Context: an optimization exercise on an open-source flow, tuned for small area, a short achievable clock period and few clock cycles per item. The choices shown serve that exercise and are no tape-out recipe. The RTL was checked by simulation tests, not by an equivalence proof against the original design.

## west
## tri_setup_top
module tri_setup_top (
	input  logic          clk100,
	input  logic          rst_n,
	input  logic          next_frame,
	input  logic [71:0]   vtx_data,
	input  logic          vtx_empty,
	input  logic          tri_wait,
	output logic          vtx_pop,
	output logic [125:0]  tri_data,
	output logic          tri_push
);
	localparam int CW  = tri_setup_pkg::COORD_W;     
	localparam int NQ  = tri_setup_pkg::QUOT_BITS;   
	localparam int NR4 = NQ / 2;                     
	localparam int DS  = 1;                          
	localparam int LS  = DS + NR4;                   
	assign vtx_pop = !vtx_empty && !tri_wait && !next_frame && rst_n;
	logic v [0:LS];
	always_ff @(posedge clk100 or negedge rst_n)
	begin
		if (!rst_n)
			for (int s = 0; s <= LS; s++)
				v[s] <= 1'b0;
		else if (next_frame)
			for (int s = 0; s <= LS; s++)
				v[s] <= 1'b0;
		else
		begin
			v[0] <= vtx_pop;
			for (int s = 1; s <= LS; s++)
				v[s] <= v[s-1];
		end
	end
	logic [CW-1:0] vx [0:2];
	logic [CW-1:0] vy [0:2];
	always_comb
		for (int i = 0; i < 3; i++)
		begin
			vx[i] = vtx_data[(5-i)*CW +: CW];
			vy[i] = vtx_data[(2-i)*CW +: CW];
		end
	logic [CW-1:0] p_dy  [0:2];
	logic [CW-1:0] p_adx [0:2];
	logic          p_neg [0:2];
	logic          p_le  [0:2];    
	logic          p_row [0:2];    
	for (genvar p = 0; p < 3; p++)
	begin : g_pair
		localparam int I = (p == 2) ? 1 : 0;
		localparam int J = (p == 0) ? 1 : 2;
		logic [CW-1:0] yd_f, yd_b, xd_f, xd_b;
		logic          yge_f, yge_b, xge_f, xge_b;
		sub_ge #(.W(CW)) u_yf (.a(vy[J]), .b(vy[I]), .ge(yge_f), .diff(yd_f));
		sub_ge #(.W(CW)) u_yb (.a(vy[I]), .b(vy[J]), .ge(yge_b), .diff(yd_b));
		sub_ge #(.W(CW)) u_xf (.a(vx[J]), .b(vx[I]), .ge(xge_f), .diff(xd_f));
		sub_ge #(.W(CW)) u_xb (.a(vx[I]), .b(vx[J]), .ge(xge_b), .diff(xd_b));
		assign p_le[p]  = yge_f;
		assign p_dy[p]  = yge_f ? yd_f : yd_b;
		assign p_adx[p] = xge_f ? xd_f : xd_b;
		assign p_neg[p] = yge_f ? !xge_f : !xge_b;
		assign p_row[p] = vy[I][CW-1:2] == vy[J][CW-1:2];
	end
	logic [5:0]    o;
	logic [CW-1:0] e_dy  [0:2];
	logic [CW-1:0] e_adx [0:2];
  ...
make LEC_CHECK=0 CAP_MARGIN=20 CORE_MARGIN=2 CORE_UTILIZATION=55 CTS_BUF_LIST='sky130_fd_sc_hd__clkbuf_4 sky130_fd_sc_hd__clkbuf_8' SETUP_SLACK_MARGIN=1.4 SLEW_MARGIN=20 finish   # period 4.5 ns
run.sh (not shown) runs the stock make flow with config.mk's settings and CLKGATE_MAP_FILE= SYNTH_SCRIPT=/design/flow/synth_recipe.tcl, a recipe that flattens the netlist after the stock synthesis.
Testbench counts of west, summed over its fixed seeds: cycles 1,704, items 1,600.
For north, these inputs were changed with respect to west:
Settings: removing CTS_BUF_LIST (formerly sky130_fd_sc_hd__clkbuf_4 sky130_fd_sc_hd__clkbuf_8).
--- outcome ---
For the final wirelength, north came in 980 microns lower than west did.
north reports a higher non-clock buffer count than west does.
Taking west as the reference, in north setup slack went down 0.032 ns; initial antenna violation count moved down.
Between west and north, the difference in global-route wire length before repair is negligible.
Against west, final hold slack in north came out better.

Another version of the RTL of tri_setup_top (not shown whole).
Size: about 13000 cells after synthesis, about 2100 flip-flops, ~210 I/O pins, roughly 110000 um2 of cells after synthesis.
clock: 4.5 ns
lec_check: 0
abc_area: 1
cap_margin: 20
core_margin: 2
core_utilization: 45
setup_slack_margin: 1.6
slew_margin: 20
Testbench counts at the start, summed over its fixed seeds: cycles 1,696, items 1,600.
Edit:
- CORE_UTILIZATION: 45 -> 55
Outcome: Die area falls by 18%. First-iteration DRC count came out higher by 17%. Cell count shrinks by 3.9%. Worst setup slack got worse by 0.056 ns. Via count came out higher by 1.5%. Routed wire length rises by 2.0%. Maximum frequency fell by 1.7%.

## static timing again, ports no longer ideal
The results above use ideal ports. As a check the final layouts listed here were re-extracted and re-timed, cells and wires unchanged.
Step 1 assumes that a clkbuf_16 drives the clock port and a buf_2 every other input.
Step 2 also shifts input and output timing later by t, the mid clock arrival at the registers, as if the neighbouring blocks saw the same clock.
Three values: ideal, step 1, step 2; two values: the first two.
run	t (ns)	slack for setup (ns)	worst setup path at the end	clock arrival spread, ns	worst register clock-pin slew, ns
west	1.140	1.037 / 1.037 / 0.301	input to register	0.089 / 0.088	0.08 / 0.08
north	0.943	1.006 / 1.006 / 0.514	input to register	0.064 / 0.064	0.08 / 0.08
the first run of note 2	0.957	1.272 / 1.179 / 0.776	input to register	0.092 / 0.092	0.07 / 0.07
the second run of note 2	0.942	1.217 / 1.125 / 0.778	input to register	0.050 / 0.050	0.08 / 0.08
After both steps setup and hold are still met in every run listed. For west, which loses most, drivers alone change the setup slack by 0.000 ns; drivers and shift together by -0.736 ns.
